This is an optimization exercise on Yosys and OpenROAD, whose aim is small area, a short achievable clock period and few clock cycles, not a production implementation. In this exercise RTL edits were held to simulation tests only and were not proved equivalent to the original.

==> design.v <==
package bma_pkg;
    localparam int MaxLegs = 64;
    localparam int FracBits = 16;
    localparam int LegW = $clog2(MaxLegs + 1);
    localparam int TimeW = 48;
    localparam int WW = 50;           
    localparam logic [2:0] REG_AREA_W = 3'd0;
    localparam logic [2:0] REG_AREA_H = 3'd1;
    localparam logic [2:0] REG_START_X = 3'd2;
    localparam logic [2:0] REG_START_Y = 3'd3;
    localparam logic [2:0] REG_VEL_X = 3'd4;
    localparam logic [2:0] REG_VEL_Y = 3'd5;
    typedef enum logic [2:0] {
        ST_IDLE, ST_LEG, ST_SEARCH, ST_PROBE, ST_FIN, ST_UPDATE
    } state_t;
endpackage
module bma_divider (
    input  logic        aclk,
    input  logic        load,        
    input  logic        step,        
    input  logic        fin_cfg,     
    input  logic        fin_wr,      
    input  logic        fast,        
    input  logic        acc,         
    input  logic        short_mode,  
    input  logic [2:0]  m,
    input  logic [4:0]  nidx,        
    input  logic [1:0]  nsel,        
    input  logic [31:0] pos,
    input  logic [31:0] lim,
    input  logic        vs,          
    input  logic [31:0] vm,
    input  logic        ve,
    output logic        vzero,
    output logic        ahead,
    output logic        ok,
    output logic [31:0] new_pos,
    output logic        at_wall
);
    localparam int WW = bma_pkg::WW;
    logic [WW-1:0] w_reg;
    logic          f_reg;
    logic          nb_reg;
    logic [32:0]   dsum;
    logic [31:0]   dm1;
    logic          vpos;
    logic [WW-1:0] bop, x;
    logic          cin;
    logic [31:0]   uhi;
    logic          ge;
    logic [32:0]   nsum;
    logic [31:0]   ninc;
    assign vzero = (vm == '0) && !ve;
    assign vpos = !vs && !vzero;
    assign dsum = {1'b0, vs ? pos : lim} + {1'b0, vs ? 32'hFFFF_FFFF : ~pos};
    assign dm1 = dsum[31:0];
    assign ahead = !vzero && dsum[32];
    always_comb begin
        if (!fin_cfg) begin
            bop = {{(WW-32){!f_reg}}, vm ^ {32{!f_reg}}};
            cin = ve ^ !f_reg;
        end else if (!f_reg) begin
            bop = {{(WW-33){1'b1}}, ~vm, !ve};
            cin = !ve;
        end else begin
            bop = '0;
            cin = 1'b0;
        end
        x = {w_reg[WW-2:0], nb_reg & !fin_cfg} + bop + {{(WW-1){1'b0}}, cin};
    end
    assign ok = !x[WW-1];
    always_ff @(posedge aclk) begin
        if (load) begin
            w_reg <= short_mode ? {{(WW-32){1'b0}}, dm1 >> m} : '0;
            f_reg <= 1'b0;
            nb_reg <= (short_mode && (m == '0)) ? 1'b1 : dm1[nidx];
        end else begin
            if (step || fin_wr) w_reg <= x;
            if (step) begin
                f_reg <= !acc;
                nb_reg <= (nsel == 2'd0) ? dm1[nidx] : (nsel == 2'd1);
            end
        end
    end
    assign uhi = fast ? w_reg[32:1] : w_reg[48:17];
    assign ge = !w_reg[WW-1];
    assign nsum = {1'b0, lim} + {1'b0, ~uhi};
    assign ninc = uhi + 32'd1;
    always_comb begin
        if (ahead) begin
            if (ge) new_pos = vpos ? nsum[31:0] : (nsum[32] ? ninc : lim);
            else new_pos = vpos ? lim : '0;
        end else begin
            if (vs) new_pos = '0;
            else if (vpos) new_pos = lim;
            else new_pos = dsum[32] ? pos : lim;
        end
    end
    assign at_wall = !vzero && (!ahead || !ge || (vs && (lim == '0)));
endmodule
module billiard_motion_advance (
    input  logic        aclk,
    input  logic        aresetn,
    input  logic        s_tvalid,
    output logic        s_tready,
    input  logic [47:0] s_tdata,    
    input  logic        s_tuser,    
    output logic        m_tvalid,
    input  logic        m_tready,
    output logic [119:0] m_tdata,   
    output logic        m_tuser,    
    input  logic        cfg_valid,
    output logic        cfg_ready,
    input  logic [2:0]  cfg_index,
    input  logic [31:0] cfg_data
);
    bma_pkg::state_t state_reg;
    logic [31:0] aw_reg, ah_reg, sx_reg, sy_reg, svx_reg, svy_reg;
    logic [31:0] cx_reg, cy_reg;
    logic        vxs_reg, vys_reg, vxe_reg, vye_reg;
    logic [31:0] vxm_reg, vym_reg;
    logic [47:0] lt_reg, tgt_reg;
    logic        op_reg;
    logic [bma_pkg::LegW-1:0] legs_reg;
    logic [6:0]  refl_reg;
    logic        capped_reg;
    logic        out_valid_reg;
    logic [5:0]  cnt_reg;
    logic [31:0] hi_reg;       
    logic        lo_ones_reg;
    logic        t_free_reg;
    logic        fast_reg;
    logic        is_idle, is_leg, is_upd, take_req;
    logic [48:0] tsum;
    logic [47:0] rem1;
    logic        done_leg, short_mode;
    logic [2:0]  m;
    logic        load, step, probe, fin;
    logic        x_ahead, y_ahead, x_ok, y_ok, x_wall, y_wall, x_zero, y_zero;
    logic        tbit, acc, pass, t_free_next;
    logic [4:0]  nidx;
    logic [1:0]  nsel;
    logic [31:0] nx, ny;
    logic        at_end;
    assign is_idle = (state_reg == bma_pkg::ST_IDLE);
    assign is_leg = (state_reg == bma_pkg::ST_LEG);
    assign is_upd = (state_reg == bma_pkg::ST_UPDATE);
    assign at_end = !t_free_reg;
    assign s_tready = is_idle || (!out_valid_reg && ((is_upd && at_end) || (is_leg && op_reg)));
    assign take_req = s_tvalid && s_tready;
    assign cfg_ready = 1'b1;
    assign m_tvalid = out_valid_reg;
    assign m_tdata = {1'b0, refl_reg, lt_reg, cy_reg, cx_reg};
    assign m_tuser = capped_reg;
    assign tsum = {1'b0, is_upd ? lt_reg : tgt_reg} + {1'b0, is_upd ? {16'd0, hi_reg} : ~lt_reg} +
                  {48'd0, is_upd && lo_ones_reg};
    assign rem1 = tsum[47:0];
    assign done_leg = !tsum[48];
    assign short_mode = (rem1[47:5] == '0);
    always_comb begin
        if (rem1[4]) m = 3'd5;
        else if (rem1[3]) m = 3'd4;
        else if (rem1[2]) m = 3'd3;
        else if (rem1[1]) m = 3'd2;
        else if (rem1[0]) m = 3'd1;
        else m = 3'd0;
    end
    assign load = is_leg && !op_reg && !done_leg &&
                  (legs_reg != bma_pkg::LegW'(bma_pkg::MaxLegs));
    assign step = (state_reg == bma_pkg::ST_SEARCH);
    assign probe = (state_reg == bma_pkg::ST_PROBE);
    assign fin = (state_reg == bma_pkg::ST_FIN);
    always_comb begin
        if (load) begin
            nidx = short_mode ? 5'(m - 3'd1) : 5'd31;
            nsel = 2'd0;
        end else begin
            nidx = 5'(cnt_reg - 6'd17);
            nsel = (cnt_reg == '0) ? 2'd2 : ((cnt_reg >= 6'd17) ? 2'd0 : 2'd1);
        end
    end
    assign tbit = (cnt_reg >= 6'd16) ? hi_reg[31] : 1'b1;
    assign acc = (t_free_reg || tbit) && (!x_ahead || x_ok) && (!y_ahead || y_ok);
    assign pass = (!x_ahead || x_ok) && (!y_ahead || y_ok);
    assign t_free_next = t_free_reg || (tbit && !acc);
    bma_divider u_x (
        .aclk(aclk), .load(load), .step(step), .fin_cfg(probe || fin), .fin_wr(fin),
        .fast(fast_reg), .acc(acc), .short_mode(short_mode), .m(m), .nidx(nidx), .nsel(nsel),
        .pos(cx_reg), .lim(aw_reg), .vs(vxs_reg), .vm(vxm_reg), .ve(vxe_reg),
        .vzero(x_zero), .ahead(x_ahead), .ok(x_ok), .new_pos(nx), .at_wall(x_wall)
    );
    bma_divider u_y (
        .aclk(aclk), .load(load), .step(step), .fin_cfg(probe || fin), .fin_wr(fin),
        .fast(fast_reg), .acc(acc), .short_mode(short_mode), .m(m), .nidx(nidx), .nsel(nsel),
        .pos(cy_reg), .lim(ah_reg), .vs(vys_reg), .vm(vym_reg), .ve(vye_reg),
        .vzero(y_zero), .ahead(y_ahead), .ok(y_ok), .new_pos(ny), .at_wall(y_wall)
    );
    always_ff @(posedge aclk) begin
        if (load) begin
            cnt_reg <= short_mode ? 6'(6'd15 + {3'd0, m}) : 6'd47;
            hi_reg <= short_mode ? ({rem1[4:0], 27'd0} << (3'd5 - m)) : rem1[31:0];
            lo_ones_reg <= 1'b1;
            t_free_reg <= (x_ahead || y_ahead) && !short_mode && (rem1[47:32] != '0);
            fast_reg <= 1'b0;
        end else if (step) begin
            if (cnt_reg != '0) cnt_reg <= cnt_reg - 6'd1;
            if (cnt_reg >= 6'd16) hi_reg <= {hi_reg[30:0], acc};
            else lo_ones_reg <= lo_ones_reg && acc;
            t_free_reg <= t_free_next;
        end else if (probe) begin
            fast_reg <= pass;
        end
    end
    always_ff @(posedge aclk) begin
        if (!aresetn) begin
            state_reg <= bma_pkg::ST_IDLE;
            aw_reg <= 32'd6553600;
            ah_reg <= 32'd6553600;
            sx_reg <= '0;
            sy_reg <= '0;
            svx_reg <= 32'd65536;
            svy_reg <= 32'd65536;
            cx_reg <= '0;
            cy_reg <= '0;
            vxs_reg <= 1'b0;
            vys_reg <= 1'b0;
            vxm_reg <= 32'd65536;
            vym_reg <= 32'd65536;
            vxe_reg <= 1'b0;
            vye_reg <= 1'b0;
            lt_reg <= '0;
            out_valid_reg <= 1'b0;
            legs_reg <= '0;
            refl_reg <= '0;
            capped_reg <= 1'b0;
        end else begin
            if (cfg_valid) begin
                unique case (cfg_index)
                    bma_pkg::REG_AREA_W: aw_reg <= cfg_data;
                    bma_pkg::REG_AREA_H: ah_reg <= cfg_data;
                    bma_pkg::REG_START_X: sx_reg <= cfg_data;
                    bma_pkg::REG_START_Y: sy_reg <= cfg_data;
                    bma_pkg::REG_VEL_X: svx_reg <= cfg_data;
                    bma_pkg::REG_VEL_Y: svy_reg <= cfg_data;
                    default: ;
                endcase
            end
            if (out_valid_reg && m_tready) begin
                out_valid_reg <= 1'b0;
                refl_reg <= '0;
                capped_reg <= 1'b0;
            end
            if (take_req) begin
                tgt_reg <= s_tdata;
                op_reg <= s_tuser;
                legs_reg <= '0;
            end
            unique case (state_reg)
                bma_pkg::ST_IDLE:
                    if (s_tvalid) state_reg <= bma_pkg::ST_LEG;
                bma_pkg::ST_LEG:
                    if (load) begin
                        legs_reg <= legs_reg + 1'b1;
                        if (!x_ahead && !y_ahead) state_reg <= bma_pkg::ST_UPDATE;
                        else if (short_mode && (m == '0)) state_reg <= bma_pkg::ST_PROBE;
                        else state_reg <= bma_pkg::ST_SEARCH;
                    end else if (!out_valid_reg) begin
                        out_valid_reg <= 1'b1;
                        if (op_reg) begin
                            cx_reg <= sx_reg;
                            cy_reg <= sy_reg;
                            vxs_reg <= svx_reg[31];
                            vxm_reg <= svx_reg ^ {32{svx_reg[31]}};
                            vxe_reg <= svx_reg[31];
                            vys_reg <= svy_reg[31];
                            vym_reg <= svy_reg ^ {32{svy_reg[31]}};
                            vye_reg <= svy_reg[31];
                            lt_reg <= '0;
                            state_reg <= s_tvalid ? bma_pkg::ST_LEG : bma_pkg::ST_IDLE;
                        end else begin
                            if (!done_leg) capped_reg <= 1'b1;
                            state_reg <= bma_pkg::ST_IDLE;
                        end
                    end
                bma_pkg::ST_SEARCH:
                    if (cnt_reg == '0) state_reg <= bma_pkg::ST_FIN;
                    else if (cnt_reg == 6'd16 && !t_free_next) state_reg <= bma_pkg::ST_PROBE;
                bma_pkg::ST_PROBE:
                    state_reg <= pass ? bma_pkg::ST_FIN : bma_pkg::ST_SEARCH;
                bma_pkg::ST_FIN: state_reg <= bma_pkg::ST_UPDATE;
                bma_pkg::ST_UPDATE:
                    if (!out_valid_reg) begin
                        cx_reg <= nx;
                        cy_reg <= ny;
                        if (at_end) begin
                            lt_reg <= tgt_reg;
                            out_valid_reg <= 1'b1;
                            state_reg <= s_tvalid ? bma_pkg::ST_LEG : bma_pkg::ST_IDLE;
                        end else begin
                            lt_reg <= tsum[47:0];
                            if (x_wall) begin
                                vxs_reg <= !vxs_reg && !x_zero;
                                if (vxs_reg && vxe_reg && (vxm_reg == 32'h7FFF_FFFF))
                                    vxe_reg <= 1'b0;
                            end else begin
                                vys_reg <= !vys_reg && !y_zero;
                                if (vys_reg && vye_reg && (vym_reg == 32'h7FFF_FFFF))
                                    vye_reg <= 1'b0;
                            end
                            if (refl_reg != 7'h7F) refl_reg <= refl_reg + 1'b1;
                            state_reg <= bma_pkg::ST_LEG;
                        end
                    end
                default: state_reg <= bma_pkg::ST_IDLE;
            endcase
        end
    end
endmodule
==> run.sh <==
#!/bin/bash
# synth_recipe.tcl (not shown) runs the flow's synth.tcl, then flattens the netlist and writes it again
# the make line also repeats each setting of config.mk as NAME=value (left out here)
make -C /OpenROAD-flow-scripts/flow DESIGN_CONFIG=/design/flow/config.mk WORK_HOME=/design/flow/orfs CLKGATE_MAP_FILE= SYNTH_SCRIPT=/design/flow/synth_recipe.tcl finish
==> config.mk <==
export PLATFORM = sky130hd
export DESIGN_NAME = billiard_motion_advance
export DESIGN_NICKNAME = billiard_motion_advance
export VERILOG_FILES = /design/flow/design.v
export SDC_FILE = /design/flow/constraint.sdc
export NUM_CORES = 4
export LEC_CHECK = 0
export CAP_MARGIN = 20
export CORE_MARGIN = 2
export CORE_UTILIZATION = 40
export SLEW_MARGIN = 20
==> constraint.sdc <==
create_clock -name core_clock -period 13.0 [get_ports {aclk}]
set_input_delay 2.6000 -clock core_clock [delete_from_list [all_inputs] [get_ports {aclk}]]
set_output_delay 2.6000 -clock core_clock [all_outputs]
set_load 0.01 [all_outputs]
==> results.tsv, run 1 <==
stage	metric	value	unit
clocking	ctsResizeCount	0	
routing	wl_per_cell	24.1	µm
logic_synthesis	synthCells	6137	
hold_path	hold_start	sy_reg[28]	
cells_and_area	design_area	0.0525	mm²
logic_synthesis	synth_warnings	2	
timing	fin_crit_sh	0.630	
routing	drtPass1Iterations	8	
clocking	cts_buffers	73	
die	rows	125	
grt	first_global_vias	42118	
worst_setup_path	rr_worst_depth	22	
clocking	cts.root.buffer_cell	clkbuf_16	
routing	drt_iter0_markers	5112	
clocking	clock_latency	0.66	ns
grt	grt_overflow	0	
cells_and_area	syn_to_final_growth	11.7	%
logic_synthesis	synth-async-reset-ratio	0	
outcome	outcome	no timing/DRC/antenna violations	
worst_setup_path	cp_data_required_time	13.40	ns
flow_run	drv_cap	0	
logic_synthesis	yosysTopAreaCell	dfxtp_1	
logic_synthesis	yosysUniqueCellTypes	125	
cells_and_area	final_nets	6576	
placement	placed_cell_area	0.0501	mm²
timing	max_freq	122	MHz
clocking	cts_sinks	582	
worst_setup_path	ff2ff_setup_slack	4.81	ns
clocking	path_clk_slew	0.06	ns
die	ios	213	
clocking	post_cts_buffers	0	
hold_path	hold_class	reg -> reg	
grt	grt_max_degree	159	
logic_synthesis	synth-edff-count	190	
worst_setup_path	worst_r2r_endpoint	u_x.nb_reg	
die	dieArea	0.120	mm²
die	core_area	0.116	mm²
die	initial_core_util	0.404	
grt	grt_pass1_wl	276000	µm
cells_and_area	fillers	11788	
timing	rsz0062_at_grt	false	
timing	slew_headroom	0.258	
worst_setup_path	end_kind	flip-flop	
timing	finalSetupTns	0	ns
logic_synthesis	seq_area_frac_synth	0.288	
logic_synthesis	syn-cell-area	0.0470	mm²
cells_and_area	multi_input_area	0.0314	mm²
clocking	cts_tree	done	
hold_path	hold_depth	2	
clocking	clock_path_buffers	3	
timing	tightest_slew	1.11	ns
cells_and_area	ff_latch_area	0.0136	mm²
placement	place_congestion	0.980	
timing	clock_skew	0.0359	ns
timing	min_period	8.19	ns
logic_synthesis	synthTopCellsByArea	dfxtp_1 (17%), edfxtp_1 (12%), ha_1 (9.2%), nand2_1 (8.8%), a21oi_1 (7.0%)	
grt	antenna_found_initial	10	
routing	via_count	46415	
clocking	holdBufCountCts	0	
die	die_x	347	µm
clocking	htree_num_levels	3	
placement	io_buffers	210	
logic_synthesis	synth_ff_type	dfxtp_1	
timing	setup_violations	0	
timing	hold_viol	0	
logic_synthesis	synth_seq_cells	582	
logic_synthesis	synth_nets	6583	
worst_setup_path	critPathMaxFanout	72	
logic_synthesis	synth_top_area_share	0.167	
cells_and_area	antenna_cells	0	
timing	maxSlewViolCount	0	
worst_setup_path	criticalPathCategory	reg -> reg	
routing	ant_nets	0	
logic_synthesis	synth_area_per_cell	7.66	µm²
worst_setup_path	cp.arrival	8.60	ns
grt	grt_use_total	0.298	
placement	place_hpwl	137000	µm
routing	routed_wl	186000	µm
routing	post-route-drc-count	0	
hold_path	hold_end	sy_reg[28]	
worst_setup_path	r2r_start	state_reg[1]	
die	dieHeight	347	µm
routing	via_per_inst	6.02	
worst_setup_path	start_kind	flip-flop	
cells_and_area	drive_gt1_frac	0.0632	
cells in the final DEF (no fill, tap or decap), types with 15 or more instances in the layout:
cell type        count
o211ai_1            39
ha_1               347
nor2_1             577
a211oi_1           125
nor2b_1             47
clkbuf_16           77
and2_1              19
o31ai_1             30
o22ai_1             54
a22oi_1             62
dfxtp_1            387
nand4_1             54
nor4_1              66
a21o_1             119
nand2_1           1095
o21bai_1            38
a31oi_1             30
a21oi_1            656
buf_4               63
nand3_1            107
clkdlybuf4s50_1    209
mux2i_1            130
clkbuf_1            15
o21a_1              52
nor3_1             129
xor2_1             120
or3_1               50
or2_2               23
o21ai_0            317
a21boi_0            17
inv_1              169
and3_1              28
nand2b_1            82
xnor2_1            216
edfxtp_1           190
mux2_2              89
cells in the mapped netlist (50+ instances only):
cell type,count
o21a_1,52
a211oi_1,125
nand4_1,54
inv_1,170
o21ai_0,319
or3_1,50
a22oi_1,62
dfxtp_1,392
nand3_1,108
edfxtp_1,190
clkbuf_1,280
mux2_2,89
nor2_1,584
nand2_1,1099
xor2_1,120
xnor2_1,216
nor3_1,129
nor4_1,66
a21o_1,119
nand2b_1,82
mux2i_1,130
ha_1,347
o22ai_1,54
a21oi_1,656
per-layer routing:
metal,share of wire,up-vias,GRT usage,wire [µm]
met5,0.00032,-,0,60
met4,0.041,8,0.108,7580
met3,0.091,324,0.0507,16900
met2,0.43,2072,0.455,79600
met1,0.44,22089,0.421,81600
li1,-,21922,-,-
metrics by stage:
| stage | util | cells | hold WS (ns) | setup WS (ns) |
|---|---|---|---|---|
| 2_1_floorplan | - | 6137 | 0.432 | 4.23 |
| 4_1_cts | 0.451 | 7709 | 0.450 | 4.86 |
| 5_1_grt | 0.451 | 7709 | 0.466 | 4.33 |
| 6_report | 0.451 | 7709 | 0.452 | 4.81 |
| 3_5_place_dp | 0.431 | 7579 | 0.442 | 4.87 |
| 3_3_place_gp | 0.431 | 7579 | 0.438 | 5.02 |
worst max-delay path, cell delays in order, from the launching register on:
cell,delay [ns]
dfxtp_1,0.64
or2_4,0.55
buf_4,0.73
mux2i_1,0.20
fa_1,0.45
fa_1,0.49
nand2b_1,0.19
a21o_1,0.23
a211oi_2,0.29
o21ai_1,0.21
o2111ai_1,0.49
a311oi_1,0.22
o211ai_1,0.37
nand2_4,0.24
buf_4,0.44
nor4b_4,0.51
a32oi_4,0.14
buf_4,0.32
mux2_4,0.36
o311ai_2,0.22
a211o_1,0.13
nand4_1,0.09
o32a_1,0.35
worst max-delay path by stage:
stage / from / endpoint / slack [ns] / cells past startpoint
CTS: state_reg[1] / u_x.nb_reg / 4.86 / 22
detailed placement: state_reg[1] / u_x.nb_reg / 4.87 / 22
global route: state_reg[1] / u_x.nb_reg / 4.33 / 22
global placement: state_reg[1] / u_x.nb_reg / 5.02 / 22
finish: state_reg[1] / u_x.nb_reg / 4.81 / 22
floorplan: state_reg[2] / u_x.w_reg[0] / 4.23 / 19
area by class of cell:
| cell class | instances | share of cell area |
|---|---|---|
| Clock buffer | 99 | 0.0396 |
| Clock inverter | 31 | 0.00579 |
| Inverter | 176 | 0.0127 |
| Multi-Input combinational cell | 5023 | 0.598 |
| Sequential cell | 582 | 0.258 |
| Tap cell | 1524 | 0.0363 |
| Timing Repair Buffer | 274 | 0.0493 |
cells by family (layout without fill, tap and decap cells):
| logic type | after synthesis | count (layout) | synth area share |
|---|---|---|---|
| XOR/XNOR | 336 | 336 | 0.0626 |
| AO/OA/AOI/OAI | 1751 | 1751 | 0.234 |
| adder cells (fa/ha/maj) | 357 | 357 | 0.0966 |
| flip-flops | 582 | 582 | 0.288 |
| AND/OR/NAND/NOR | 2357 | 2357 | 0.221 |
| buffers and inverters | 532 | 580 | 0.0478 |
| other | 2 | 2 | 0.000160 |
| multiplexers | 220 | 220 | 0.0493 |
Testbench counts, summed over its fixed seeds: cycles 101,017.
==> inputs of run 2 (changes only) <==
--- a/design.v
+++ b/design.v
@@ -34,3 +34,4 @@
     output logic        vzero,
-    output logic        ahead,
+    output logic        ahead,       
+    output logic        act,         
     output logic        ok,
@@ -41,3 +42,4 @@
     logic [WW-1:0] w_reg;
-    logic          f_reg;
+    logic          f_reg, nf_reg;    
+    logic          act_reg;
     logic          nb_reg;
@@ -59,5 +61,5 @@
         if (!fin_cfg) begin
-            bop = {{(WW-32){!f_reg}}, vm ^ {32{!f_reg}}};
+            bop = {{(WW-32){nf_reg}}, vm[31:16] ^ {16{nf_reg}}, vm[15:0] ^ {16{!f_reg}}};
             cin = ve ^ !f_reg;
-        end else if (!f_reg) begin
+        end else if (nf_reg) begin
             bop = {{(WW-33){1'b1}}, ~vm, !ve};
@@ -75,2 +77,4 @@
             f_reg <= 1'b0;
+            nf_reg <= 1'b1;
+            act_reg <= ahead;
             nb_reg <= (short_mode && (m == '0)) ? 1'b1 : dm1[nidx];
@@ -80,2 +84,3 @@
                 f_reg <= !acc;
+                nf_reg <= acc;
                 nb_reg <= (nsel == 2'd0) ? dm1[nidx] : (nsel == 2'd1);
@@ -88,4 +93,5 @@
     assign ninc = uhi + 32'd1;
+    assign act = act_reg;
     always_comb begin
-        if (ahead) begin
+        if (act_reg) begin
             if (ge) new_pos = vpos ? nsum[31:0] : (nsum[32] ? ninc : lim);
@@ -98,3 +104,3 @@
     end
-    assign at_wall = !vzero && (!ahead || !ge || (vs && (lim == '0)));
+    assign at_wall = !vzero && (!act_reg || !ge || (vs && (lim == '0)));
 endmodule
@@ -132,2 +138,3 @@
     logic        fast_reg;
+    logic        noprobe_reg;  
     logic        is_idle, is_leg, is_upd, take_req;
@@ -138,3 +145,3 @@
     logic        load, step, probe, fin;
-    logic        x_ahead, y_ahead, x_ok, y_ok, x_wall, y_wall, x_zero, y_zero;
+    logic        x_ahead, y_ahead, x_act, y_act, x_ok, y_ok, x_wall, y_wall, x_zero, y_zero;
     logic        tbit, acc, pass, t_free_next;
@@ -168,3 +175,3 @@
     assign load = is_leg && !op_reg && !done_leg &&
-                  (legs_reg != bma_pkg::LegW'(bma_pkg::MaxLegs));
+                  (noprobe_reg || (legs_reg != bma_pkg::LegW'(bma_pkg::MaxLegs)));
     assign step = (state_reg == bma_pkg::ST_SEARCH);
@@ -182,16 +189,16 @@
     assign tbit = (cnt_reg >= 6'd16) ? hi_reg[31] : 1'b1;
-    assign acc = (t_free_reg || tbit) && (!x_ahead || x_ok) && (!y_ahead || y_ok);
-    assign pass = (!x_ahead || x_ok) && (!y_ahead || y_ok);
+    assign acc = (t_free_reg || tbit) && (!x_act || x_ok) && (!y_act || y_ok);
+    assign pass = (!x_act || x_ok) && (!y_act || y_ok);
     assign t_free_next = t_free_reg || (tbit && !acc);
     bma_divider u_x (
-        .aclk(aclk), .load(load), .step(step), .fin_cfg(probe || fin), .fin_wr(fin),
+        .aclk(aclk), .load(load), .step(step), .fin_cfg(probe || fin), .fin_wr(probe || fin),
         .fast(fast_reg), .acc(acc), .short_mode(short_mode), .m(m), .nidx(nidx), .nsel(nsel),
         .pos(cx_reg), .lim(aw_reg), .vs(vxs_reg), .vm(vxm_reg), .ve(vxe_reg),
-        .vzero(x_zero), .ahead(x_ahead), .ok(x_ok), .new_pos(nx), .at_wall(x_wall)
+        .vzero(x_zero), .ahead(x_ahead), .act(x_act), .ok(x_ok), .new_pos(nx), .at_wall(x_wall)
     );
     bma_divider u_y (
-        .aclk(aclk), .load(load), .step(step), .fin_cfg(probe || fin), .fin_wr(fin),
+        .aclk(aclk), .load(load), .step(step), .fin_cfg(probe || fin), .fin_wr(probe || fin),
         .fast(fast_reg), .acc(acc), .short_mode(short_mode), .m(m), .nidx(nidx), .nsel(nsel),
         .pos(cy_reg), .lim(ah_reg), .vs(vys_reg), .vm(vym_reg), .ve(vye_reg),
-        .vzero(y_zero), .ahead(y_ahead), .ok(y_ok), .new_pos(ny), .at_wall(y_wall)
+        .vzero(y_zero), .ahead(y_ahead), .act(y_act), .ok(y_ok), .new_pos(ny), .at_wall(y_wall)
     );
@@ -232,2 +239,3 @@
             out_valid_reg <= 1'b0;
+            noprobe_reg <= 1'b0;
             legs_reg <= '0;
@@ -262,5 +270,6 @@
                     if (load) begin
-                        legs_reg <= legs_reg + 1'b1;
+                        if (!noprobe_reg) legs_reg <= legs_reg + 1'b1;
                         if (!x_ahead && !y_ahead) state_reg <= bma_pkg::ST_UPDATE;
-                        else if (short_mode && (m == '0)) state_reg <= bma_pkg::ST_PROBE;
+                        else if (short_mode && (m == '0) && !noprobe_reg)
+                            state_reg <= bma_pkg::ST_PROBE;
                         else state_reg <= bma_pkg::ST_SEARCH;
@@ -286,5 +295,10 @@
                     if (cnt_reg == '0) state_reg <= bma_pkg::ST_FIN;
-                    else if (cnt_reg == 6'd16 && !t_free_next) state_reg <= bma_pkg::ST_PROBE;
+                    else if (cnt_reg == 6'd16 && !t_free_next && !noprobe_reg)
+                        state_reg <= bma_pkg::ST_PROBE;
                 bma_pkg::ST_PROBE:
-                    state_reg <= pass ? bma_pkg::ST_FIN : bma_pkg::ST_SEARCH;
+                    if (pass) state_reg <= bma_pkg::ST_UPDATE;
+                    else begin
+                        noprobe_reg <= 1'b1;
+                        state_reg <= bma_pkg::ST_LEG;
+                    end
                 bma_pkg::ST_FIN: state_reg <= bma_pkg::ST_UPDATE;
@@ -292,2 +306,3 @@
                     if (!out_valid_reg) begin
+                        noprobe_reg <= 1'b0;
                         cx_reg <= nx;
==> run 2 against run 1 <==
Against the previous run: still clean; clock skew fell by 0.0029 ns; fmax fell by 5.6%; worst setup slack worse by 0.48 ns; global-route usage is 0.26 points higher; utilization increased by 0.35 points; die area fell by 1.3%; largest cell class unchanged; highest routed layer unchanged.
==> results.tsv, run 2 <==
stage	metric	value	unit
routing	via_per_inst	6.01	
cells_and_area	ff_latch_area	0.0137	mm²
routing	post-route-drc-count	0	
clocking	ctsResizeCount	0	
placement	io_buffers	210	
worst_setup_path	path_cells	nor2b_1 > nand2_4 > buf_4 > nor2_1 > a21oi_1 > fa_1 > a211oi_1 > o21ai_4 > o311ai_2 > nand2_1 > xor2_1 > or4_1 > nor4b_1 > nand4b_1 > nor4bb_1 > nand4_4 > buf_4 > o21ai_4 > inv_2 > nand2_1 > a21oi_1 > or4_1 > o2bb2ai_1 > o31ai_1	
worst_setup_path	cp_num_cells	24	
outcome	outcome	no timing/DRC/antenna violations	
worst_setup_path	crit_family	simple AND/OR/NAND/NOR gates	
clocking	holdBufCountCts	0	
timing	rsz0062_at_grt	false	
worst_setup_path	startpoint	state_reg[0]	
timing	max_freq	115	MHz
worst_setup_path	critPathMaxFanout	87	
logic_synthesis	synth.most_common_cell	nand2_1	
cells_and_area	drive_gt1_frac	0.0551	
worst_setup_path	end_kind	flip-flop	
worst_setup_path	rr_worst_depth	24	
timing	finalSetupTns	0	ns
cells_and_area	fillers	11485	
cells_and_area	layout_commonest_cell	nand2_1	
die	rows	124	
clocking	clock_latency	0.67	ns
clocking	cts_tree	done	
logic_synthesis	synth_ff_type	dfxtp_1	
die	initial_core_util	0.405	
worst_setup_path	cp_num_buf_inv	3	
logic_synthesis	yosysTopAreaCell	dfxtp_1	
logic_synthesis	synth_top_area_share	0.170	
worst_setup_path	criticalPathCategory	reg -> reg	
logic_synthesis	synth-async-reset-ratio	0	
logic_synthesis	synth-edff-count	192	
clocking	cts_sinks	586	
logic_synthesis	syn-cell-area	0.0464	mm²
cells_and_area	multi_input_area	0.0310	mm²
timing	slew_headroom	0.203	
clocking	path_clk_slew	0.07	ns
logic_synthesis	synth_warnings	2	
clocking	clock_path_buffers	3	
logic_synthesis	synthTopCellsByCount	nand2_1 (1031), a21oi_1 (668), nor2_1 (546), dfxtp_1 (394), o21ai_0 (332)	
timing	maxSlewViolCount	0	
die	dieHeight	345	µm
die	die_x	345	µm
timing	finalHoldWorstSlack	0.453	ns
worst_setup_path	cp.arrival	9.06	ns
clocking	cts_buffers	74	
logic_synthesis	synth_nets	6455	
timing	setup_violations	0	
routing	via_count	45740	
grt	grt_max_degree	127	
cells_and_area	design_area	0.0521	mm²
timing	tightest_slew	1.19	ns
grt	grt_use_total	0.301	
logic_synthesis	seq_area_frac_synth	0.294	
die	dieArea	0.119	mm²
grt	grt_pass1_wl	271000	µm
timing	min_period	8.68	ns
grt	antenna_found_initial	12	
clocking	cts.root.buffer_cell	clkbuf_16	
routing	drtPass1Iterations	6	
clocking	htree_num_levels	3	
grt	grt_overflow	0	
timing	hold_viol	0	
worst_setup_path	crit_path_max_incr_delay	0.82	ns
worst_setup_path	worstSetupEndpoint	u_y.nb_reg	
logic_synthesis	synthCells	6043	
logic_synthesis	yosysUniqueCellTypes	95	
routing	ant_nets	0	
die	ios	213	
worst_setup_path	start_kind	flip-flop	
clocking	post_cts_buffers	0	
flow_run	drv_cap	0	
worst_setup_path	worst_r2r_endpoint	u_y.nb_reg	
worst_setup_path	ff2ff_setup_slack	4.32	ns
hold_path	hold_class	reg -> reg	
cells_and_area	final_nets	6447	
logic_synthesis	synthTopCellsByArea	dfxtp_1 (17%), edfxtp_1 (12%), ha_1 (8.4%), nand2_1 (8.3%), a21oi_1 (7.2%)	
routing	routed_wl	184000	µm
routing	drt_iter0_markers	4966	
worst_setup_path	slowest_stage	o21ai_4	
logic_synthesis	synth_area_per_cell	7.68	µm²
routing	wl_per_cell	24.2	µm
grt	first_global_vias	41668	
worst_setup_path	cp_data_required_time	13.39	ns
placement	place_hpwl	135000	µm
cells_and_area	syn_to_final_growth	12.3	%
logic_synthesis	synth_seq_cells	586	
placement	placed_cell_area	0.0496	mm²
cells_and_area	layout_common_cells	nand2_1 (1028), a21oi_1 (667), nor2_1 (542)	
worst_setup_path	r2r_start	state_reg[0]	
timing	fin_crit_sh	0.667	
timing	clock_skew	0.0330	ns
placement	place_congestion	0.988	
die	core_area	0.115	mm²
run 2: layout make-up:
cell class,instances,area share
diodes,5,0.000240
clock buffers,98,0.0402
clock inverters,39,0.00758
inverters,131,0.00962
multi-input cells,4972,0.595
flip-flops and latches,586,0.262
well taps,1512,0.0363
repair buffers,270,0.0492
run 2: kinds of logic after synthesis:
kind of cell / Yosys count / synth area share
other cells: 2 / 0.000162
compound gates: 1775 / 0.235
mux: 222 / 0.0498
buf+inv: 485 / 0.0409
fa+ha+maj: 323 / 0.0887
simple gates: 2265 / 0.218
flops: 586 / 0.294
xor+xnor: 385 / 0.0726
run 2: tightest hold or removal path: stages, from the launching register on:
cell and delay [ns]:
dfxtp_1 0.31, nand2_1 0.05, a21oi_1 0.05
run 2: layer usage:
metal,global-route usage,vias to the layer above,routed length [µm]
li1,-,21703,-
met1,0.398,21692,78100
met2,0.467,1925,80600
met3,0.0517,416,14300
met4,0.162,4,11000
met5,0,-,32
run 2: through the flow:
step	std cells	utilization	setup WS (ns)
floorplan	6043	-	5.14
global placement	7471	0.433	4.59
detailed placement	7471	0.433	4.43
CTS	7608	0.455	4.38
global route	7610	0.455	3.80
finish	7613	0.455	4.32
run 2: worst min-delay path by stage:
stage | startpoint | end | slack (ns) | depth (start not counted)
finish | sy_reg[20] | sy_reg[20] | 0.45 | 2
global route | sy_reg[20] | sy_reg[20] | 0.47 | 2
CTS | sy_reg[20] | sy_reg[20] | 0.45 | 2
detailed placement | sy_reg[20] | sy_reg[20] | 0.45 | 2
global placement | sy_reg[20] | sy_reg[20] | 0.44 | 2
floorplan | sx_reg[11] | sx_reg[11] | 0.43 | 2
Testbench counts of run 2, summed over its fixed seeds: cycles 98,686.
==> inputs of run 3 (changes only) <==
--- a/design.v
+++ b/design.v
@@ -22,2 +22,3 @@
     input  logic        fin_wr,      
+    input  logic        fin,         
     input  logic        fast,        
@@ -44,2 +45,4 @@
     logic          act_reg;
+    logic          cy_reg;           
+    logic [32:0]   ext;
     logic          nb_reg;
@@ -59,2 +62,3 @@
     assign ahead = !vzero && dsum[32];
+    assign ext = {dm1, 1'b1} >> m;
     always_comb begin
@@ -75,3 +79,3 @@
         if (load) begin
-            w_reg <= short_mode ? {{(WW-32){1'b0}}, dm1 >> m} : '0;
+            w_reg <= short_mode ? {{(WW-32){1'b0}}, ext[32:1]} : '0;
             f_reg <= 1'b0;
@@ -79,5 +83,7 @@
             act_reg <= ahead;
-            nb_reg <= (short_mode && (m == '0)) ? 1'b1 : dm1[nidx];
+            cy_reg <= dsum[32];
+            nb_reg <= short_mode ? ext[0] : dm1[31];
         end else begin
-            if (step || fin_wr) w_reg <= x;
+            if (step || fin) w_reg <= x;
+            else if (fin_wr) w_reg <= {x[WW-17:0], 16'd0};
             if (step) begin
@@ -89,3 +95,3 @@
     end
-    assign uhi = fast ? w_reg[32:1] : w_reg[48:17];
+    assign uhi = w_reg[48:17];
     assign ge = !w_reg[WW-1];
@@ -101,3 +107,3 @@
             else if (vpos) new_pos = lim;
-            else new_pos = dsum[32] ? pos : lim;
+            else new_pos = cy_reg ? pos : lim;
         end
@@ -144,3 +150,4 @@
     logic [2:0]  m;
-    logic        load, step, probe, fin;
+    logic        load, setup, step, probe, fin;
+    logic        upd_sel_reg;  
     logic        x_ahead, y_ahead, x_act, y_act, x_ok, y_ok, x_wall, y_wall, x_zero, y_zero;
@@ -161,4 +168,5 @@
     assign m_tuser = capped_reg;
-    assign tsum = {1'b0, is_upd ? lt_reg : tgt_reg} + {1'b0, is_upd ? {16'd0, hi_reg} : ~lt_reg} +
-                  {48'd0, is_upd && lo_ones_reg};
+    assign tsum = {1'b0, upd_sel_reg ? lt_reg : tgt_reg} +
+                  {1'b0, upd_sel_reg ? {16'd0, hi_reg} : ~lt_reg} +
+                  {48'd0, upd_sel_reg && lo_ones_reg};
     assign rem1 = tsum[47:0];
@@ -176,2 +184,3 @@
                   (noprobe_reg || (legs_reg != bma_pkg::LegW'(bma_pkg::MaxLegs)));
+    assign setup = is_leg;
     assign step = (state_reg == bma_pkg::ST_SEARCH);
@@ -179,11 +188,4 @@
     assign fin = (state_reg == bma_pkg::ST_FIN);
-    always_comb begin
-        if (load) begin
-            nidx = short_mode ? 5'(m - 3'd1) : 5'd31;
-            nsel = 2'd0;
-        end else begin
-            nidx = 5'(cnt_reg - 6'd17);
-            nsel = (cnt_reg == '0) ? 2'd2 : ((cnt_reg >= 6'd17) ? 2'd0 : 2'd1);
-        end
-    end
+    assign nidx = 5'(cnt_reg - 6'd17);
+    assign nsel = (cnt_reg == '0) ? 2'd2 : ((cnt_reg >= 6'd17) ? 2'd0 : 2'd1);
     assign tbit = (cnt_reg >= 6'd16) ? hi_reg[31] : 1'b1;
@@ -193,3 +195,3 @@
     bma_divider u_x (
-        .aclk(aclk), .load(load), .step(step), .fin_cfg(probe || fin), .fin_wr(probe || fin),
+        .aclk(aclk), .load(setup), .step(step), .fin_cfg(probe || fin), .fin_wr(probe || fin), .fin(fin),
         .fast(fast_reg), .acc(acc), .short_mode(short_mode), .m(m), .nidx(nidx), .nsel(nsel),
@@ -199,3 +201,3 @@
     bma_divider u_y (
-        .aclk(aclk), .load(load), .step(step), .fin_cfg(probe || fin), .fin_wr(probe || fin),
+        .aclk(aclk), .load(setup), .step(step), .fin_cfg(probe || fin), .fin_wr(probe || fin), .fin(fin),
         .fast(fast_reg), .acc(acc), .short_mode(short_mode), .m(m), .nidx(nidx), .nsel(nsel),
@@ -205,3 +207,3 @@
     always_ff @(posedge aclk) begin
-        if (load) begin
+        if (setup) begin
             cnt_reg <= short_mode ? 6'(6'd15 + {3'd0, m}) : 6'd47;
@@ -220,2 +222,7 @@
     end
+    always_ff @(posedge aclk) begin
+        if (!aresetn) upd_sel_reg <= 1'b0;
+        else upd_sel_reg <= (load && !x_ahead && !y_ahead) || (probe && pass) || fin ||
+                            (is_upd && out_valid_reg);
+    end
     always_ff @(posedge aclk) begin
--- a/config.mk
+++ b/config.mk
@@ -9,3 +9,4 @@
 export CORE_MARGIN = 2
-export CORE_UTILIZATION = 40
+export CORE_UTILIZATION = 60
+export PLACE_DENSITY = 0.7
 export SLEW_MARGIN = 20
==> run 3 against run 2 <==
Against the previous run: clock skew shrank 0.0075 ns; via count grew 6.9%; worst setup slack gained 1.9 ns; sequential share of layout area shrank 0.19 points; die area shrank 31%; critical path depth shrank 4; fmax grew 28%; largest cell class unchanged.
==> results.tsv, run 3 <==
stage	metric	value	unit
logic_synthesis	synth_top_family_by_area	compound AO/OA/AOI/OAI gates	
worst_setup_path	criticalPathCategory	reg -> reg	
die	initial_core_util	0.605	
logic_synthesis	synth_top_area_share	0.165	
grt	grt_pass1_wl	274000	µm
routing	routed_wl	183000	µm
worst_setup_path	path_cells	nor2b_1 > nand2_1 > nand2_8 > nor2_1 > a21oi_1 > o21ai_0 > fa_1 > fa_1 > a211o_1 > a211oi_1 > o32ai_1 > a31oi_1 > o21ai_0 > a31oi_1 > o21ai_0 > a31oi_1 > o211ai_1 > xor2_1 > a22oi_1 > o41ai_2	
placement	place_congestion	1.07	
clocking	ctsResizeCount	0	
clocking	post_cts_buffers	0	
clocking	clock_path_buffers	3	
grt	grt_overflow	0	
timing	rsz0062_at_grt	false	
placement	post-place-ws	6.18	ns
worst_setup_path	start_kind	flip-flop	
hold_path	hold_class	reg -> reg	
logic_synthesis	synth.most_common_cell	nand2_1	
routing	drtPass1Iterations	7	
hold_path	hold_depth	2	
logic_synthesis	yosys-mux-area-fraction	0.0434	
timing	finalSetupTns	0	ns
routing	via_per_inst	6.69	
logic_synthesis	synth-simple-area-share	0.206	
timing	setup_slack	6.20	ns
logic_synthesis	syn-cell-area	0.0477	mm²
worst_setup_path	ff2ff_setup_slack	6.20	ns
timing	clock_skew	0.0255	ns
routing	ant_nets	0	
timing	hold_viol	0	
routing	via_count	48876	
placement	io_buffers	210	
worst_setup_path	worst_r2r_endpoint	u_y.w_reg[30]	
grt	grt_use_total	0.433	
timing	max_freq	147	MHz
die	dieArea	0.0818	mm²
worst_setup_path	crit_path_max_incr_delay	0.62	ns
cells_and_area	syn_to_final_growth	10.6	%
timing	fin_crit_sh	0.523	
worst_setup_path	rr_worst_depth	20	
clocking	cts.root.buffer_cell	clkbuf_16	
timing	maxSlewViolCount	0	
logic_synthesis	synth_adder_area_share	0.0863	
logic_synthesis	synth_nets	6628	
logic_synthesis	synth_compound_gate_area_share	0.262	
logic_synthesis	synthTopCellsByCount	nand2_1 (1006), a21oi_1 (631), nor2_1 (511), o21ai_0 (403), dfxtp_1 (394)	
timing	tightest_slew	1.22	ns
logic_synthesis	seq_area_frac_synth	0.287	
worst_setup_path	slowest_stage	dfxtp_1	
worst_setup_path	critPathMaxFanout	128	
hold_path	hold_end	sy_reg[29]	
grt	first_global_vias	44620	
logic_synthesis	synth_warnings	2	
logic_synthesis	synth_area_per_cell	7.67	µm²
timing	setup_violations	0	
die	ios	213	
logic_synthesis	synth_seq_cells	588	
clocking	cts_buffers	68	
logic_synthesis	synth_xor_area_frac	0.0692	
clocking	cts_tree	done	
timing	slew_headroom	0.184	
logic_synthesis	yosysTopAreaCell	dfxtp_1	
die	core_area	0.0789	mm²
clocking	holdBufCountCts	0	
routing	post-route-drc-count	0	
cells_and_area	layout_commonest_cell	nand2_1	
clocking	path_clk_slew	0.06	ns
worst_setup_path	end_kind	flip-flop	
cells_and_area	layout_common_cells	nand2_1 (1003), a21oi_1 (628), nor2_1 (502)	
worst_setup_path	r2r_start	state_reg[1]	
die	dieHeight	286	µm
worst_setup_path	cp_data_required_time	13.36	ns
routing	wl_per_cell	25.1	µm
logic_synthesis	synthTopCellsByArea	dfxtp_1 (17%), edfxtp_1 (12%), ha_1 (8.2%), nand2_1 (7.9%), a21oi_1 (6.6%)	
logic_synthesis	synth_ff_type	dfxtp_1	
logic_synthesis	yosysUniqueCellTypes	98	
cells_and_area	fillers	6756	
logic_synthesis	synth-async-reset-ratio	0	
outcome	outcome	no timing/DRC/antenna violations	
cells_and_area	final_nets	6610	
clocking	htree_num_levels	3	
routing	drt_iter0_markers	6019	
timing	min_period	6.80	ns
die	die_x	286	µm
flow_run	drv_cap	0	
worst_setup_path	crit_family	compound AO/OA/AOI/OAI gates	
clocking	cts_sinks	588	
die	rows	103	
logic_synthesis	synth-edff-count	194	
logic_synthesis	synthCells	6216	
placement	place_hpwl	134000	µm
worst_setup_path	cp_num_buf_inv	0	
grt	antenna_found_initial	4	
clocking	clock_latency	0.65	ns
hold_path	hold_start	sy_reg[29]	
worst_setup_path	startpoint	state_reg[1]	
grt	grt_max_degree	191	
cells_and_area	drive_gt1_frac	0.0657	
worst_setup_path	cp.arrival	7.16	ns
run 3: cell count changes in the layout (fill, tap and decap cells not counted), moves of 24 or more:
cell | previous run | this run
a21oi_1 | 667 | 628
nor2_1 | 542 | 502
mux2_2 | 68 | 129
inv_1 | 126 | 185
nand2b_1 | 108 | 80
o22ai_1 | 60 | 36
xnor2_1 | 232 | 257
nand2_1 | 1028 | 1003
o21ai_0 | 331 | 401
mux2i_1 | 152 | 55
a22oi_1 | 18 | 76
xor2_1 | 153 | 119
run 3: area by class of cell:
cell class                 instances  area, µm²  area share
antenna                            5       12.5    0.000237
timing repair buffer             283       2670      0.0505
sequential                       588      13700       0.260
inverter                         191        724      0.0137
clock buffer                      96       1950      0.0370
clock inverter                    29        343     0.00650
multi-input combinational       5066      32000       0.607
tap                             1050       1310      0.0249
run 3: worst max-delay path by stage:
stage	slack, ns	cells after the start	end
finish	6.20	20	u_y.w_reg[30]
global route	5.79	20	u_y.w_reg[30]
CTS	6.13	20	u_y.w_reg[30]
detailed placement	6.18	20	u_y.w_reg[30]
global placement	6.39	20	u_y.w_reg[30]
floorplan	7.19	5	op_reg
run 3: cells by family after synthesis:
family                   Yosys count
buffers and inverters            562
XOR/XNOR                         377
AND/OR/NAND/NOR                 2206
multiplexers                     187
adder cells (fa/ha/maj)          323
flip-flops                       588
AO/OA/AOI/OAI                   1971
other                              2
run 3: metal layers:
layer | up-vias | GRT usage | part of all wire
li1 | 22496 | - | -
met1 | 22983 | 0.582 | 0.40
met2 | 2889 | 0.636 | 0.42
met3 | 506 | 0.110 | 0.12
met4 | 2 | 0.236 | 0.060
met5 | - | 0 | 0.000071
run 3: worst reg2reg max path: cells and delay by family (launching register included):
family / cells / cell delay [ns]
AO/OA/AOI/OAI: 13 / 3.42
adder cells (fa/ha/maj): 2 / 0.97
XOR/XNOR: 1 / 0.19
flip-flops: 1 / 0.62
AND/OR/NAND/NOR: 4 / 1.36
run 3: through the flow:
stage / hold slack [ns] / instances / instance area [µm²] / utilization
finish: 0.450 / 7308 / 52700 / 0.669
global route: 0.465 / 7303 / 52700 / 0.669
floorplan: 0.433 / 6216 / 47700 / -
global placement: 0.439 / 7176 / 50400 / 0.639
detailed placement: 0.443 / 7177 / 50400 / 0.639
CTS: 0.452 / 7302 / 52700 / 0.668
Testbench counts of run 3, summed over its fixed seeds: cycles 98,686.
==> inputs of run 4 (changes only) <==
--- a/config.mk
+++ b/config.mk
@@ -9,4 +9,3 @@
 export CORE_MARGIN = 2
-export CORE_UTILIZATION = 60
-export PLACE_DENSITY = 0.7
+export CORE_UTILIZATION = 40
 export SLEW_MARGIN = 20
==> run 4 against run 3 <==
Against the previous run: global-route usage decreased by 12 points; worst setup slack got worse by 0.69 ns; sequential share of layout area is 0.44 points lower; synthesized cell count did not move; critical path type unchanged; highest routed layer unchanged.
==> results.tsv, run 4 <==
stage	metric	value	unit
worst_setup_path	criticalPathCategory	reg -> reg	
logic_synthesis	synth_seq_cells	588	
logic_synthesis	synth_nets	6628	
logic_synthesis	yosysTopAreaCell	dfxtp_1	
timing	setup_violations	0	
routing	routed_wl	196000	µm
logic_synthesis	synth-edff-count	194	
clocking	cts_buffers	77	
grt	grtUsageMet3	0.0631	
die	die_x	349	µm
grt	grt.met2_usage	0.468	
worst_setup_path	critPathMaxFanout	76	
routing	post-route-drc-count	0	
timing	tightest_slew	1.32	ns
cells_and_area	syn_to_final_growth	12.5	%
logic_synthesis	synthTopCellsByCount	nand2_1 (1006), a21oi_1 (631), nor2_1 (511), o21ai_0 (403), dfxtp_1 (394)	
hold_path	hold_class	reg -> reg	
logic_synthesis	synth_top_area_share	0.165	
cells_and_area	post-route-util	0.454	
clocking	htree_num_levels	3	
logic_synthesis	syn-cell-area	0.0477	mm²
grt	first_global_vias	43812	
worst_setup_path	start_kind	flip-flop	
die	rows	126	
clocking	cts_sinks	588	
timing	rsz0062_at_grt	false	
clocking	cts.root.buffer_cell	clkbuf_16	
placement	placed_cell_area	0.0510	mm²
grt	grt_use_total	0.311	
die	dieHeight	349	µm
worst_setup_path	cp_data_required_time	13.47	ns
logic_synthesis	synth_warnings	2	
grt	grt_pass1_wl	289000	µm
logic_synthesis	synth_area_per_cell	7.67	µm²
cells_and_area	layout_common_cells	nand2_1 (1001), a21oi_1 (628), nor2_1 (501)	
cells_and_area	final_nets	6619	
routing	ant_nets	0	
clocking	holdBufCountCts	0	
grt	grt_overflow	0	
cells_and_area	drive_gt1_frac	0.0678	
clocking	path_clk_slew	0.06	ns
timing	finalHoldWorstSlack	0.452	ns
worst_setup_path	cp.arrival	7.96	ns
timing	clock_skew	0.0280	ns
timing	fin_crit_sh	0.576	
cells_and_area	design_area	0.0536	mm²
outcome	outcome	no timing/DRC/antenna violations	
worst_setup_path	end_kind	flip-flop	
die	dieArea	0.122	mm²
flow_run	drv_cap	0	
timing	hold_viol	0	
clocking	clock_path_buffers	3	
clocking	ctsResizeCount	0	
grt	grt.busiest_layer	met2	
clocking	clock_latency	0.67	ns
grt	grt_max_degree	129	
cells_and_area	layout_commonest_cell	nand2_1	
clocking	cts_tree	done	
die	ios	213	
routing	via_count	47660	
logic_synthesis	synthTopCellsByArea	dfxtp_1 (17%), edfxtp_1 (12%), ha_1 (8.2%), nand2_1 (7.9%), a21oi_1 (6.6%)	
clocking	post_cts_buffers	0	
logic_synthesis	synth-async-reset-ratio	0	
timing	setup_slack	5.51	ns
timing	maxSlewViolCount	0	
placement	placed_cells	7664	
logic_synthesis	yosysUniqueCellTypes	98	
routing	drtPass1Iterations	7	
timing	min_period	7.49	ns
logic_synthesis	seq_area_frac_synth	0.287	
placement	place_congestion	0.984	
placement	io_buffers	210	
logic_synthesis	synth_ff_type	dfxtp_1	
routing	drt_iter0_markers	5212	
grt	antenna_found_initial	7	
die	initial_core_util	0.403	
timing	slew_headroom	0.114	
routing	via_per_inst	6.11	
routing	wl_per_cell	25.1	µm
logic_synthesis	synth.most_common_cell	nand2_1	
timing	max_freq	133	MHz
logic_synthesis	synthCells	6216	
die	core_area	0.118	mm²
placement	place_hpwl	143000	µm
placement	post-place-ws	5.69	ns
cells_and_area	layout.cells.non_filler	7805	
timing	finalSetupTns	0	ns
grt	grtUsageMet1	0.429	
[run 4: area by class of cell]
type	count	area, µm²
antenna	1	2.50
clock inverter	34	347
inverter	191	724
sequential	588	13700
clock buffer	106	2250
multi-input combinational	5066	32000
timing repair buffer	283	2650
fill	11802	64600
tap	1536	1920
[run 4: cell families after synthesis]
logic type	after synthesis	share of synthesized area
and+or+nand+nor	2206	0.206
AOI/OAI and AO/OA	1971	0.262
DFF	588	0.287
buffers and inverters	562	0.0451
xor gates and xnor gates	377	0.0692
adders and majority gates	323	0.0863
muxes	187	0.0434
other	2	0.000157
[run 4: worst max-delay path, cell delays in order, from the launching register on]
cell      delay, ns
dfxtp_4        0.67
buf_4          0.72
nor2_1         0.09
a21oi_1        0.20
fa_1           0.22
inv_1          0.06
fa_1           0.50
a211oi_1       0.39
o21ai_1        0.21
nand3_1        0.15
a21oi_1        0.26
o211a_1        0.39
o211ai_1       0.52
a2111o_1       0.24
o211ai_1       0.21
nor4_2         0.40
and3_1         0.87
nand2_4        0.63
o41ai_2        0.46
[run 4: worst paths after layout]
path	start	end	slack (ns)	cells after the start
setup reg to reg	upd_sel_reg	u_x.w_reg[31]	5.51	18
setup / recovery	upd_sel_reg	u_x.w_reg[31]	5.51	18
hold / removal	sx_reg[28]	sx_reg[28]	0.45	2
hold reg to reg	sx_reg[28]	sx_reg[28]	0.45	2
[run 4: per-layer routing]
metal | part of all wire | up-vias
met5 | 0.00024 | -
met4 | 0.047 | 8
met3 | 0.088 | 354
met2 | 0.42 | 2000
met1 | 0.44 | 22762
li1 | - | 22536
==> inputs of run 5 (changes only) <==
--- a/design.v
+++ b/design.v
@@ -13,3 +13,3 @@
     typedef enum logic [2:0] {
-        ST_IDLE, ST_LEG, ST_SEARCH, ST_PROBE, ST_FIN, ST_UPDATE
+        ST_IDLE, ST_LEG, ST_SEARCH, ST_PROBE, ST_FIN, ST_UPDATE, ST_LONG
     } state_t;
@@ -23,5 +23,4 @@
     input  logic        fin,         
-    input  logic        fast,        
     input  logic        acc,         
-    input  logic        short_mode,  
+    input  logic        long_init,   
     input  logic [2:0]  m,
@@ -79,3 +78,3 @@
         if (load) begin
-            w_reg <= short_mode ? {{(WW-32){1'b0}}, ext[32:1]} : '0;
+            w_reg <= {{(WW-32){1'b0}}, ext[32:1]};
             f_reg <= 1'b0;
@@ -84,3 +83,6 @@
             cy_reg <= dsum[32];
-            nb_reg <= short_mode ? ext[0] : dm1[31];
+            nb_reg <= ext[0];
+        end else if (long_init) begin
+            w_reg <= '0;
+            nb_reg <= dm1[31];
         end else begin
@@ -143,3 +145,2 @@
     logic        t_free_reg;
-    logic        fast_reg;
     logic        noprobe_reg;  
@@ -150,3 +151,3 @@
     logic [2:0]  m;
-    logic        load, setup, step, probe, fin;
+    logic        load, setup, long_init, step, probe, fin;
     logic        upd_sel_reg;  
@@ -185,2 +186,3 @@
     assign setup = is_leg;
+    assign long_init = (state_reg == bma_pkg::ST_LONG);
     assign step = (state_reg == bma_pkg::ST_SEARCH);
@@ -196,3 +198,3 @@
         .aclk(aclk), .load(setup), .step(step), .fin_cfg(probe || fin), .fin_wr(probe || fin), .fin(fin),
-        .fast(fast_reg), .acc(acc), .short_mode(short_mode), .m(m), .nidx(nidx), .nsel(nsel),
+        .acc(acc), .long_init(long_init), .m(m), .nidx(nidx), .nsel(nsel),
         .pos(cx_reg), .lim(aw_reg), .vs(vxs_reg), .vm(vxm_reg), .ve(vxe_reg),
@@ -202,3 +204,3 @@
         .aclk(aclk), .load(setup), .step(step), .fin_cfg(probe || fin), .fin_wr(probe || fin), .fin(fin),
-        .fast(fast_reg), .acc(acc), .short_mode(short_mode), .m(m), .nidx(nidx), .nsel(nsel),
+        .acc(acc), .long_init(long_init), .m(m), .nidx(nidx), .nsel(nsel),
         .pos(cy_reg), .lim(ah_reg), .vs(vys_reg), .vm(vym_reg), .ve(vye_reg),
@@ -208,7 +210,10 @@
         if (setup) begin
-            cnt_reg <= short_mode ? 6'(6'd15 + {3'd0, m}) : 6'd47;
-            hi_reg <= short_mode ? ({rem1[4:0], 27'd0} << (3'd5 - m)) : rem1[31:0];
+            cnt_reg <= 6'(6'd15 + {3'd0, m});
+            hi_reg <= {rem1[4:0], 27'd0} << (3'd5 - m);
             lo_ones_reg <= 1'b1;
-            t_free_reg <= (x_ahead || y_ahead) && !short_mode && (rem1[47:32] != '0);
-            fast_reg <= 1'b0;
+            t_free_reg <= 1'b0;
+        end else if (long_init) begin
+            cnt_reg <= 6'd47;
+            hi_reg <= rem1[31:0];
+            t_free_reg <= rem1[47:32] != '0;
         end else if (step) begin
@@ -218,4 +223,2 @@
             t_free_reg <= t_free_next;
-        end else if (probe) begin
-            fast_reg <= pass;
         end
@@ -279,3 +282,4 @@
                         if (!x_ahead && !y_ahead) state_reg <= bma_pkg::ST_UPDATE;
-                        else if (short_mode && (m == '0) && !noprobe_reg)
+                        else if (!short_mode) state_reg <= bma_pkg::ST_LONG;
+                        else if ((m == '0) && !noprobe_reg)
                             state_reg <= bma_pkg::ST_PROBE;
@@ -311,2 +315,3 @@
                 bma_pkg::ST_FIN: state_reg <= bma_pkg::ST_UPDATE;
+                bma_pkg::ST_LONG: state_reg <= bma_pkg::ST_SEARCH;
                 bma_pkg::ST_UPDATE:
==> flow/run.sh (new file) <==
#!/bin/bash
set -euo pipefail
bash standard.sh SETUP_SLACK_MARGIN=7.5 finish > standard_flow.log 2>&1
==> standard.sh (new file) <==
#!/bin/bash
# synth_recipe.tcl (not shown) runs the flow's synth.tcl, then flattens the netlist and writes it again
# the make line also repeats each setting of config.mk as NAME=value (left out here)
make -C /OpenROAD-flow-scripts/flow DESIGN_CONFIG=/design/flow/config.mk WORK_HOME=/design/flow/orfs CLKGATE_MAP_FILE= SYNTH_SCRIPT=/design/flow/synth_recipe.tcl "${@:-finish}"
removed: run.sh
==> run 5 against run 4 <==
Against the previous run: via count increased by 1.8%; synthesized cell count decreased by 1.4%; critical path depth decreased by 3; hold slack got worse by 0.00054 ns; critical endpoint is now t_free_reg; register-to-register slack improved by 2.1 ns; worst setup slack improved by 2.1 ns; global-route usage increased by 2.7 points; flip-flop and latch count unchanged; synthesized area decreased by 1.1%; count of clock-buffer cells in the layout increased by 3.
==> results.tsv, run 5 <==
stage	metric	value	unit
logic_synthesis	synth_ff_type	dfxtp_1	
logic_synthesis	synthCells	6128	
routing	wl_per_cell	27.4	µm
logic_synthesis	synth-edff-count	157	
placement	place_congestion	1.05	
placement	io_buffers	210	
hold_path	hold_class	reg -> reg	
logic_synthesis	synth_area_per_cell	7.70	µm²
logic_synthesis	synth_nets	6540	
grt	grt_overflow	0	
routing	drt_iter0_markers	5399	
clocking	clock_path_buffers	3	
logic_synthesis	synth.most_common_cell	nand2_1	
timing	rsz0062_at_grt	true	
routing	drtPass1Iterations	8	
worst_setup_path	worstSetupEndpoint	t_free_reg	
grt	grt_pass1_wl	305000	µm
worst_setup_path	criticalPathCategory	reg -> reg	
worst_setup_path	end_kind	flip-flop	
worst_setup_path	rr_worst_depth	15	
flow_run	drv_cap	0	
timing	fin_crit_sh	0.415	
logic_synthesis	synth_top_area_share	0.183	
cells_and_area	layout_commonest_cell	nand2_1	
routing	via_count	48523	
logic_synthesis	synth_warnings	2	
cells_and_area	multi_input_area	0.0321	mm²
cells_and_area	ff_latch_area	0.0134	mm²
die	dieArea	0.121	mm²
outcome	outcome	no timing/DRC/antenna violations	
timing	finalSetupTns	0	ns
cells_and_area	drive_gt1_frac	0.0818	
placement	place_hpwl	157000	µm
timing	maxSlewViolCount	0	
timing	tightest_slew	1.22	ns
worst_setup_path	critPathMaxFanout	69	
logic_synthesis	yosysUniqueCellTypes	100	
cells_and_area	fillers	11572	
worst_setup_path	start_kind	flip-flop	
clocking	cts_tree	done	
worst_setup_path	ff2ff_setup_slack	7.60	ns
clocking	clock_latency	0.70	ns
logic_synthesis	syn-cell-area	0.0472	mm²
logic_synthesis	synthTopCellsByCount	nand2_1 (982), a21oi_1 (575), nor2_1 (492), dfxtp_1 (431), o21ai_0 (393)	
grt	grt_use_total	0.338	
routing	post-route-drc-count	0	
die	die_x	347	µm
worst_setup_path	worst_r2r_endpoint	t_free_reg	
timing	finalHoldWorstSlack	0.452	ns
worst_setup_path	cp.arrival	5.97	ns
logic_synthesis	seq_area_frac_synth	0.283	
logic_synthesis	synthTopCellsByArea	dfxtp_1 (18%), edfxtp_1 (10%), ha_1 (8.3%), nand2_1 (7.8%), a21oi_1 (6.1%)	
worst_setup_path	cp_data_required_time	13.58	ns
die	core_area	0.117	mm²
grt	first_global_vias	44792	
logic_synthesis	synth_seq_cells	588	
logic_synthesis	synth-async-reset-ratio	0	
grt	grt_max_degree	87	
clocking	cts.root.buffer_cell	clkbuf_16	
die	dieHeight	347	µm
die	initial_core_util	0.405	
logic_synthesis	yosysTopAreaCell	dfxtp_1	
cells_and_area	final_nets	6586	
clocking	htree_num_levels	3	
timing	min_period	5.40	ns
timing	hold_viol	0	
die	ios	213	
clocking	holdBufCountCts	0	
timing	slew_headroom	0.184	
cells_and_area	syn_to_final_growth	14.5	%
routing	ant_nets	0	
timing	max_freq	185	MHz
cells_and_area	layout_common_cells	nand2_1 (978), a21oi_1 (568), nor2_1 (475)	
die	rows	125	
clocking	cts_buffers	77	
timing	clock_skew	0.0305	ns
timing	setup_violations	0	
grt	antenna_found_initial	8	
routing	via_per_inst	6.25	
clocking	path_clk_slew	0.06	ns
worst_setup_path	startpoint	u_x.nf_reg	
routing	routed_wl	212000	µm
clocking	cts_sinks	588	
worst_setup_path	r2r_start	u_x.nf_reg	
==> run 5: cell types whose count changed after synthesis, sizes merged, moves of 25 or more <==
| cell | before | now |
|---|---|---|
| a21oi | 636 | 575 |
| dfxtp | 394 | 431 |
| edfxtp | 194 | 157 |
| o221ai | 8 | 37 |
| nor3 | 97 | 125 |
| nand2 | 1007 | 982 |
==> run 5: cells by family (layout without fill, tap and decap cells) <==
family | Yosys count | count (layout) | share of synthesized area
muxes | 204 | 204 | 0.0482
adders and majority gates | 323 | 323 | 0.0873
DFF | 588 | 588 | 0.283
buffers and inverters | 547 | 654 | 0.0440
other | 2 | 7 | 0.000159
AOI/OAI and AO/OA | 1928 | 1928 | 0.261
xor gates and xnor gates | 389 | 389 | 0.0722
and+or+nand+nor | 2147 | 2147 | 0.204
==> run 5: stage by stage <==
stage          std cells  instance area (µm²)   util  setup WS, ns
2_1_floorplan       6128                47200      -          7.75
3_3_place_gp        7605                50800  0.436          6.64
3_5_place_dp        7608                50900  0.437          6.61
4_1_cts             7751                53700  0.461          7.49
5_1_grt             7759                54000  0.463          7.49
6_report            7764                54000  0.464          7.60
==> run 5: how the worst min path moves through the flow <==
stage                           from    endpoint  cells after the start
final                     sy_reg[29]  sy_reg[29]                      2
after global routing      sx_reg[28]  sx_reg[28]                      2
after CTS                 sy_reg[29]  sy_reg[29]                      2
after detailed placement  sx_reg[19]  sx_reg[19]                      2
after global placement    sx_reg[20]  sx_reg[20]                      2
after floorplan           sx_reg[18]  sx_reg[18]                      2
==> run 5: final cells by class <==
| cell class | count | share of cell area |
|---|---|---|
| multi-input cells | 4993 | 0.594 |
| repair buffers | 328 | 0.0587 |
| clock buffers | 109 | 0.0425 |
| well taps | 1524 | 0.0353 |
| clock inverters | 31 | 0.00811 |
| flip-flops and latches | 588 | 0.247 |
| diodes | 5 | 0.000232 |
| inverters | 186 | 0.0132 |
==> run 5: per-layer routing <==
metal	vias up	wire (µm)	GRT usage
met1	23197	86900	0.438
li1	22408	-	-
met4	6	15200	0.198
met5	-	49	0
met2	2333	92200	0.525
met3	579	18100	0.0632
==> run 5: worst max-delay path: stages (launching register included) <==
cell,delay [ns]
dfxtp_4,0.97
buf_4,0.58
ha_1,0.32
o21ai_0,0.30
ha_1,0.30
a21oi_1,0.15
a21boi_0,0.15
a31oi_1,0.38
nand4b_1,0.31
a2111oi_4,0.42
o21ai_2,0.18
nor2_1,0.18
mux2_2,0.43
o22ai_2,0.16
a21oi_1,0.11
o221a_2,0.26
==> run 5: what timing repair did <==
| item | CTS | global route |
|---|---|---|
| resized for setup | 27 | 32 |
| gates cloned | 0 | 3 |
| buffers inserted | 3 | 5 |
| pin swaps | 0 | 5 |
| endpoints found under the setup margin | 91 | 89 |
Testbench counts of run 5, summed over its fixed seeds: cycles 98,686.

[separate check: timing with driven ports]
No port has a modelled driver above. Below, the same layouts with a new extraction and two added sets of constraints.
Step 1 assumes that a clkbuf_16 drives the clock port and a buf_2 every other input.
Step 2, shift: input delay + t, output delay - t, t = (earliest + latest rising clock arrival at the registers) / 2. This alone moves slack from input paths to output paths.
a / b / c = ideal / step 1 / step 2; a / b = the first two.
run | t, ns | setup WS [ns] | hold slack, ns | cell pins on the clock port's net
run 1 | 0.716 | 4.806 / 4.806 / 4.806 | 0.452 / 0.452 / 0.452 | 1
run 2 | 0.730 | 4.323 / 4.323 / 4.323 | 0.453 / 0.453 / 0.453 | 1
run 3 | 0.716 | 6.196 / 6.196 / 6.196 | 0.450 / 0.450 / 0.450 | 1
run 4 | 0.727 | 5.509 / 5.509 / 5.509 | 0.452 / 0.452 / 0.452 | 1
run 5 | 0.768 | 7.604 / 7.604 / 7.231 | 0.452 / 0.452 / 0.452 | 1
After both steps every run listed still meets setup and hold. The setup slack of run 5, which loses most, moves by 0.000 ns with the drivers and by -0.373 ns with both steps.
